This design comes from an exercise in tuning for small area, a short achievable clock period and few clock cycles on the open sky130 flow, not from production work.
Where RTL was checked, it was by simulation tests only, not by an equivalence proof against the original.
No activity file was given, so power comes from the tool's default toggle rates.

oak:
==> flow/design.v <==
module tensor_axis_permute_addresses_top #(
   parameter int RANK_LIMIT = 4,
   parameter int AXIS_BITS  = 8,
   parameter int VALUE_BITS = 32
) (
   input  logic        clock,
   input  logic        reset,
   input  logic        req_valid,
   output logic        req_ready,
   input  logic [31:0] req_element_value,
   output logic        rsp_valid,
   input  logic        rsp_ready,
   output logic [31:0] rsp_dest_address,
   output logic [31:0] rsp_moved_value,
   output logic        rsp_final_element,
   input  logic        csr_valid,
   output logic        csr_ready,
   input  logic [1:0]  csr_index,
   input  logic [31:0] csr_data
);
   localparam int WB = 25;                  
   localparam logic [1:0] M_INC  = 2'd0;    
   localparam logic [1:0] M_ZERO = 2'd1;    
   localparam logic [1:0] M_NONE = 2'd2;    
   localparam logic [1:0] S_IDLE  = 2'd0;
   localparam logic [1:0] S_PRIME = 2'd1;   
   localparam logic [1:0] S_WC    = 2'd2;   
   localparam logic [1:0] S_PC    = 2'd3;   
   logic [1:0]         rm1;        
   logic [3:0][7:0]    sz;         
   logic [3:0][1:0]    ord;        
   logic [3:0][7:0]    c;          
   logic [3:0]         tp;         
   logic               fx;         
   logic [1:0]         kx;         
   logic [1:0]         nk, nmode;  
   logic [3:0][31:0]   P;
   logic [2:0]         pv;
   logic [3:0][WB-1:0] W;
   logic [3:0]         wv;
   logic [31:0]        PK;         
   logic [31:0]        WK;         
   logic               ov, olast;
   logic [31:0]        oval;
   logic               rdy;
   logic [1:0]         est, ej;
   logic               eph, efirst;
   logic [1:0]         oj;         
   logic [1:0]         ojn;        
   logic [7:0]         sj;         
   logic               jact;       
   logic [3:0]      in_use, szz, tp_nx, tp_pr;
   logic [3:0][7:0] c_nx, c_inc;
   logic            fx_nx, fx_pr;
   logic [1:0]      kx_nx, kx_pr;
   always_comb begin
      for (int i = 0; i < 4; i++) begin
         in_use[i] = 2'(i) <= rm1;
         szz[i]    = sz[i] == 8'd0;
         c_inc[i]  = c[i] + 8'd1;
         tp_pr[i]  = c[i] >= sz[i];
      end
      c_nx  = c;
      tp_nx = tp;
      if (fx) begin
         c_nx  = '0;
         tp_nx = szz;
      end else begin
         for (int i = 0; i < 4; i++) begin
            if (2'(i) == kx) begin
               c_nx[i]  = c_inc[i];
               tp_nx[i] = c_inc[i] == sz[i];
            end else if (2'(i) > kx && in_use[i]) begin
               c_nx[i]  = 8'd0;
               tp_nx[i] = szz[i];
            end
         end
      end
      fx_nx = 1'b1;
      kx_nx = 2'd0;
      fx_pr = 1'b1;
      kx_pr = 2'd0;
      for (int i = 0; i < 4; i++) begin
         if (in_use[i] && !tp_nx[i]) begin
            fx_nx = 1'b0;
            kx_nx = 2'(i);
         end
         if (in_use[i] && !tp_pr[i]) begin
            fx_pr = 1'b0;
            kx_pr = 2'(i);
         end
      end
   end
   logic [31:0] asum;
   assign asum = PK + WK;
   logic ofree, req_fire, oload;
   logic [1:0] lmode, lk, kq;
   assign ofree    = !ov || rsp_ready;
   assign req_fire = req_valid && rdy && ofree;
   assign oload    = req_fire;
   assign lmode    = nmode;
   assign lk       = nk;
   assign kq       = kx;                
   logic [1:0]  psel;
   logic        pz;
   logic [31:0] prd;
   always_comb begin
      psel = 2'd3;
      pz   = 1'b0;
      if (kq != 2'd3) begin
         if (kq >= 2'd2 && pv[2]) psel = 2'd2;
         else if (kq >= 2'd1 && pv[1]) psel = 2'd1;
         else if (pv[0]) psel = 2'd0;
         else pz = 1'b1;
      end
   end
   assign prd = pz ? 32'd0 : P[psel];
   logic [1:0]    wsel;
   logic [WB-1:0] wrd;
   assign wrd = wv[wsel] ? W[wsel] : '0;
   assign csr_ready         = 1'b1;
   assign req_ready         = rdy && ofree;
   assign rsp_valid         = ov;
   assign rsp_dest_address  = P[3];
   assign rsp_moved_value   = oval;
   assign rsp_final_element = olast;
   logic [1:0]         rm1_n;
   logic [3:0][7:0]    sz_n;
   logic [3:0][1:0]    ord_n;
   logic [3:0][7:0]    c_n;
   logic [3:0]         tp_n;
   logic               fx_n;
   logic [1:0]         kx_n;
   logic [3:0]         pwe;        
   logic [2:0]         pv_n;
   logic [3:0]         wwe;        
   logic [3:0]         wv_n;
   logic [31:0]        PK_n, WK_n;
   logic [1:0]         nmode_n, nk_n;
   logic [1:0]         est_n, ej_n, oj_n, ojn_n;
   logic               eph_n, efirst_n, jact_n;
   logic [7:0]         sj_n;
   logic               busy_n, lok_n, rdy_n;
   always_comb begin
      logic adv, done, wwr;
      logic [1:0] ejm;
      rm1_n    = rm1;
      sz_n     = sz;
      ord_n    = ord;
      c_n      = c;
      tp_n     = tp;
      fx_n     = fx;
      kx_n     = kx;
      pwe      = 4'b0000;
      pv_n     = pv;
      wwe      = 4'b0000;
      wv_n     = wv;
      PK_n     = PK;
      WK_n     = WK;
      nmode_n  = nmode;
      nk_n     = nk;
      est_n    = est;
      ej_n     = ej;
      oj_n     = oj;
      ojn_n    = ojn;
      sj_n     = sj;
      jact_n   = jact;
      eph_n    = eph;
      efirst_n = efirst;
      adv      = 1'b0;
      done     = 1'b0;
      wwr      = 1'b0;
      ejm      = ej - 2'd1;
      if (req_fire) begin
         nk_n    = kx;
         nmode_n = fx ? M_ZERO : M_INC;
         c_n     = c_nx;
         tp_n    = tp_nx;
         fx_n    = fx_nx;
         kx_n    = kx_nx;
      end
      case (est)
         S_WC:    wsel = (eph || ej != 2'd0) ? ojn : (nmode == M_ZERO) ? kx : lk;
         S_PC:    wsel = ej;
         default: wsel = kq;     
      endcase
      if (oload) begin
         if (lmode == M_ZERO) begin
            pwe[3] = 1'b1;               
            pv_n   = 3'b000;
         end else if (lmode == M_INC) begin
            pwe[3] = 1'b1;
            if (lk != 2'd3) pwe[lk] = 1'b1;
            for (int m = 0; m < 3; m++) begin
               if (2'(m) == lk) pv_n[m] = 1'b1;
               else if (2'(m) > lk) pv_n[m] = 1'b0;
            end
         end
         if (est == S_IDLE) begin
            WK_n = 32'(wrd);
            case (lmode)
               M_ZERO:  PK_n = '0;
               M_INC:   PK_n = (kq >= lk) ? asum : prd;
               default: PK_n = prd;
            endcase
         end
      end
      case (est)
         S_PRIME: begin
            oj_n   = ord[ej];
            ojn_n  = ord[ejm];
            sj_n   = sz[ord[ej]];
            jact_n = ord[ej] <= rm1;
            WK_n   = 32'(wrd);                   
            tp_n   = tp_pr;
            fx_n   = fx_pr;
            kx_n   = kx_pr;
            est_n  = S_WC;
         end
         S_WC: begin
            if (!eph) begin
               if (jact) begin
                  wwe[oj] = 1'b1;                
                  wv_n[oj] = 1'b1;
                  wwr     = 1'b1;
                  if (ej == 2'd0) begin
                     done = 1'b1;
                  end else if (efirst) begin
                     PK_n     = 32'(sj) + 32'd1;     
                     efirst_n = 1'b0;
                     adv      = 1'b1;
                  end else begin
                     WK_n = PK << 1;
                     PK_n = sj[0] ? PK << 1 : PK;
                     sj_n = sj >> 1;
                     if ((sj >> 1) == 8'd0) adv = 1'b1;
                     else eph_n = 1'b1;
                  end
               end else begin
                  if (ej == 2'd0) done = 1'b1;
                  else adv = 1'b1;
               end
            end else begin
               if (sj[0]) PK_n = asum;               
               WK_n = WK << 1;
               sj_n = sj >> 1;
               if ((sj >> 1) == 8'd0) begin
                  eph_n = 1'b0;
                  adv   = 1'b1;
               end
            end
            if (adv) begin
               ej_n   = ejm;
               oj_n   = ojn;
               ojn_n  = ord[ej - 2'd2];
               sj_n   = sz[ojn];
               jact_n = ojn <= rm1;
               WK_n   = (wwr && ojn == oj) ? 32'(asum[WB-1:0]) : 32'(wrd);
            end
            if (done) begin
               eph_n = 1'b0;
               PK_n  = '0;
               if (nmode == M_NONE) begin
                  pwe[3] = 1'b1;             
                  pv_n   = 3'b000;
                  est_n  = S_PC;
                  ej_n   = 2'd0;
               end else begin
                  est_n = S_IDLE;
                  WK_n  = (wwr && wsel == oj) ? 32'(asum[WB-1:0]) : 32'(wrd);
               end
            end
         end
         S_PC: begin
            if (!eph) begin
               WK_n = 32'(wrd);
               sj_n = c[ej];
               if (c[ej] != 8'd0) eph_n = 1'b1;
               else if (ej == rm1) est_n = S_IDLE;
               else ej_n = ej + 2'd1;
            end else begin
               if (sj[0]) begin
                  PK_n   = asum;
                  pwe[3] = 1'b1;
                  if (ej != 2'd3) pwe[ej] = 1'b1;
                  for (int m = 0; m < 3; m++) begin
                     if (2'(m) == ej) pv_n[m] = 1'b1;
                     else if (2'(m) > ej) pv_n[m] = 1'b0;
                  end
               end
               WK_n = WK << 1;
               sj_n = sj >> 1;
               if ((sj >> 1) == 8'd0) begin
                  eph_n = 1'b0;
                  if (ej == rm1) est_n = S_IDLE;
                  else ej_n = ej + 2'd1;
               end
            end
         end
         default: ;
      endcase
      if (csr_valid) begin
         case (csr_index)
            2'd0: rm1_n = (csr_data[2:0] == 3'd0) ? 2'd0 :
                          (csr_data[2:0] > 3'd4) ? 2'd3 : 2'(csr_data[2:0] - 3'd1);
            2'd1: sz_n  = csr_data;
            2'd2: ord_n = csr_data[7:0];
            default: ;
         endcase
         nmode_n  = (c == '0) ? M_ZERO : M_NONE;
         est_n    = S_PRIME;
         ej_n     = rm1_n;
         eph_n    = 1'b0;
         efirst_n = 1'b1;
         wv_n     = 4'b0000;
         PK_n     = 32'd1;
      end
      busy_n = est_n != S_IDLE;
      lok_n  = (nmode_n == M_ZERO) || !busy_n;
      rdy_n  = lok_n && est_n != S_PRIME;
   end
   logic p3z;
   assign p3z = (oload && lmode == M_ZERO) || (est == S_WC && nmode == M_NONE);
   always_ff @(posedge clock) begin
      if (reset) begin
         rm1     <= 2'd0;
         sz      <= '0;
         ord     <= {2'd3, 2'd2, 2'd1, 2'd0};
         c       <= '0;
         nk      <= 2'd0;
         nmode   <= M_ZERO;
         pv      <= 3'b000;
         wv      <= 4'b0000;
         ov      <= 1'b0;
         rdy     <= 1'b0;
         est     <= S_PRIME;
         ej      <= 2'd0;
         eph     <= 1'b0;
         efirst  <= 1'b1;
         PK      <= 32'd1;
      end else begin
         rm1     <= rm1_n;
         sz      <= sz_n;
         ord     <= ord_n;
         c       <= c_n;
         nk      <= nk_n;
         nmode   <= nmode_n;
         pv      <= pv_n;
         wv      <= wv_n;
         if (ofree) ov <= oload;
         rdy     <= rdy_n;
         est     <= est_n;
         ej      <= ej_n;
         eph     <= eph_n;
         efirst  <= efirst_n;
         PK      <= PK_n;
      end
   end
   always_ff @(posedge clock) begin
      for (int m = 0; m < 4; m++) begin
         if (pwe[m]) P[m] <= (m == 3 && p3z) ? 32'd0 : asum;
         if (wwe[m]) W[m] <= asum[WB-1:0];
      end
      tp     <= tp_n;
      fx     <= fx_n;
      kx     <= kx_n;
      WK     <= WK_n;
      oj     <= oj_n;
      ojn    <= ojn_n;
      sj     <= sj_n;
      jact   <= jact_n;
      if (oload) begin
         oval  <= req_element_value;
         olast <= fx;
      end
   end
endmodule
clock: 7.0 ns
lec_check: 0
abc_clock_period_in_ps: 2800
cap_margin: 20
core_margin: 2
core_utilization: 40
place_density: 0.6
setup_slack_margin: 4.3
slew_margin: 20
run.sh (not shown) runs the stock make flow with config.mk's settings and CLKGATE_MAP_FILE= SYNTH_SCRIPT=/design/flow/synth_recipe.tcl, a recipe that flattens the netlist after the stock synthesis.
Modified inputs, maple compared to oak
-- flow/design.v --
<<< oak, line 43
   logic               ov, olast;
   logic [31:0]        oval;
   logic               rdy;
   logic [1:0]         est, ej;
   logic               eph, efirst;
>>> maple, line 43
   logic               ov, olast;
   logic [31:0]        oval;
   logic               sv, slast;
   logic [31:0]        sval;
   logic [1:0]         sk, smode;
   logic               rdy;
   logic               r_sload, r_dload, r_dskid;
   logic [1:0]         est, ej;
   logic               eph, efirst;
<<< oak, line 94
   logic [31:0] asum;
   assign asum = PK + WK;
   logic ofree, req_fire, oload;
   logic [1:0] lmode, lk, kq;
   assign ofree    = !ov || rsp_ready;
   assign req_fire = req_valid && rdy && ofree;
   assign oload    = req_fire;
   assign lmode    = nmode;
   assign lk       = nk;
   assign kq       = kx;                
   logic [1:0]  psel;
   logic        pz;
>>> maple, line 98
   logic [31:0] asum;
   assign asum = PK + WK;
   logic ofree, req_fire, s2o, d2o, oload, skid_w;
   logic [1:0] lmode, lk, kq;
   assign ofree    = !ov || rsp_ready;
   assign req_fire = req_valid && rdy;
   assign s2o      = r_sload && ofree;
   assign d2o      = r_dload && req_valid && ofree;
   assign oload    = s2o || d2o;
   assign skid_w   = req_valid && (r_dskid || (r_dload && !ofree));
   assign lmode    = sv ? smode : nmode;
   assign lk       = sv ? sk : nk;
   assign kq       = sv ? nk : kx;      
   logic [1:0]  psel;
   logic        pz;
<<< oak, line 120
   assign wrd = wv[wsel] ? W[wsel] : '0;
   assign csr_ready         = 1'b1;
   assign req_ready         = rdy && ofree;
   assign rsp_valid         = ov;
   assign rsp_dest_address  = P[3];
>>> maple, line 127
   assign wrd = wv[wsel] ? W[wsel] : '0;
   assign csr_ready         = 1'b1;
   assign req_ready         = rdy;
   assign rsp_valid         = ov;
   assign rsp_dest_address  = P[3];
<<< oak, line 137
   logic [3:0]         wv_n;
   logic [31:0]        PK_n, WK_n;
   logic [1:0]         nmode_n, nk_n;
   logic [1:0]         est_n, ej_n, oj_n, ojn_n;
   logic               eph_n, efirst_n, jact_n;
   logic [7:0]         sj_n;
   logic               busy_n, lok_n, rdy_n;
   always_comb begin
      logic adv, done, wwr;
>>> maple, line 144
   logic [3:0]         wv_n;
   logic [31:0]        PK_n, WK_n;
   logic               sv_n;
   logic [1:0]         nmode_n, sk_n, smode_n, nk_n;
   logic [1:0]         est_n, ej_n, oj_n, ojn_n;
   logic               eph_n, efirst_n, jact_n;
   logic [7:0]         sj_n;
   logic               busy_n, lok_n, rdy_n;
   logic [1:0]         lk_n;
   always_comb begin
      logic adv, done, wwr;
<<< oak, line 158
      PK_n     = PK;
      WK_n     = WK;
      nmode_n  = nmode;
      nk_n     = nk;
      est_n    = est;
      ej_n     = ej;
>>> maple, line 167
      PK_n     = PK;
      WK_n     = WK;
      sv_n     = sv;
      nmode_n  = nmode;
      nk_n     = nk;
      sk_n     = sk;
      smode_n  = smode;
      est_n    = est;
      ej_n     = ej;
<<< oak, line 172
      wwr      = 1'b0;
      ejm      = ej - 2'd1;
      if (req_fire) begin
         nk_n    = kx;
>>> maple, line 184
      wwr      = 1'b0;
      ejm      = ej - 2'd1;
      if (s2o) sv_n = 1'b0;
      if (skid_w) begin
         sv_n    = 1'b1;
         sk_n    = nk;
         smode_n = nmode;
      end
      if (req_fire) begin
         nk_n    = kx;
<<< oak, line 180
         kx_n    = kx_nx;
      end
      case (est)
         S_WC:    wsel = (eph || ej != 2'd0) ? ojn : (nmode == M_ZERO) ? kx : lk;
>>> maple, line 198
         kx_n    = kx_nx;
      end
      lk_n = sv_n ? sk_n : nk_n;
      case (est)
         S_WC:    wsel = (eph || ej != 2'd0) ? ojn : (nmode == M_ZERO) ? kx : lk;
<<< oak, line 318
      busy_n = est_n != S_IDLE;
      lok_n  = (nmode_n == M_ZERO) || !busy_n;
      rdy_n  = lok_n && est_n != S_PRIME;
   end
   logic p3z;
>>> maple, line 337
      busy_n = est_n != S_IDLE;
      lok_n  = (nmode_n == M_ZERO) || !busy_n;
      rdy_n  = !sv_n && est_n != S_PRIME && !(busy_n && nmode_n == M_NONE);
   end
   logic p3z;
<<< oak, line 333
         wv      <= 4'b0000;
         ov      <= 1'b0;
         rdy     <= 1'b0;
         est     <= S_PRIME;
         ej      <= 2'd0;
>>> maple, line 352
         wv      <= 4'b0000;
         ov      <= 1'b0;
         sv      <= 1'b0;
         rdy     <= 1'b0;
         r_sload <= 1'b0;
         r_dload <= 1'b0;
         r_dskid <= 1'b0;
         est     <= S_PRIME;
         ej      <= 2'd0;
<<< oak, line 349
         wv      <= wv_n;
         if (ofree) ov <= oload;
         rdy     <= rdy_n;
         est     <= est_n;
         ej      <= ej_n;
>>> maple, line 372
         wv      <= wv_n;
         if (ofree) ov <= oload;
         sv      <= sv_n;
         rdy     <= rdy_n;
         r_sload <= sv_n && ((smode_n == M_ZERO) || !busy_n);
         r_dload <= rdy_n && lok_n;
         r_dskid <= rdy_n && !lok_n;
         est     <= est_n;
         ej      <= ej_n;
<<< oak, line 370
      sj     <= sj_n;
      jact   <= jact_n;
      if (oload) begin
         oval  <= req_element_value;
         olast <= fx;
      end
   end
>>> maple, line 397
      sj     <= sj_n;
      jact   <= jact_n;
      sk     <= sk_n;
      smode  <= smode_n;
      if (oload) begin
         oval  <= sv ? sval : req_element_value;
         olast <= sv ? slast : fx;
      end
      if (skid_w) begin
         sval  <= req_element_value;
         slast <= fx;
      end
   end
==> comparison <==
In the tables for maple and oak, proportion of synthesized chip area in sequential cells reads lower with oak.
Sort maple and oak by sequential cell count of the final layout, descending, and maple comes first.
oak reports its capturing instance or port of the critical path as req_ready while maple reports W[49].
In the tables for maple and oak, sequential power reads higher with maple.
In the reports for maple and oak, the larger final design utilization belongs to oak.
Comparing maple and oak, the lower area share of xor/xnor cells in the synthesized design was measured on oak.
Relative to oak, worst reg2reg path depth has gone up in maple.
Final cell area: maple above oak
NOTE final-layout clock buffer total oak->maple increased by a few percent
Higher number of antenna violations at the first check in global routing was reported by oak, not maple.
Comparing maple and oak, the higher share of total power in combinational logic is on maple.
Testbench counts of maple, summed over its fixed seeds: cycles 13,044.
The RTL of oak was laid out without a check of its function.

## static timing again, ports no longer ideal
How much do the figures lean on ideal ports? The routed layouts below were timed once more, with nothing changed but the port constraints. Step 1 assumes that a clkbuf_16 drives the clock port and a buf_2 every other input. Step 2 times the ports against the registers' clock, not the clock port: input delays grow and output delays shrink by t, the midpoint of the rising clock arrivals with the driver on. a / b / c = ideal ports / drivers / drivers and shift; a / b = the first two.
run	shift t [ns]	setup slack, ns	latest minus earliest clock arrival (ns)
oak	0.661	3.725 / 3.694 / 3.517	0.034 / 0.035
maple	0.684	3.886 / 3.886 / 3.564	0.031 / 0.031
After both steps every run listed still meets setup and hold. The setup slack of maple, which loses most, moves by 0.000 ns with the drivers and by -0.322 ns with both steps.
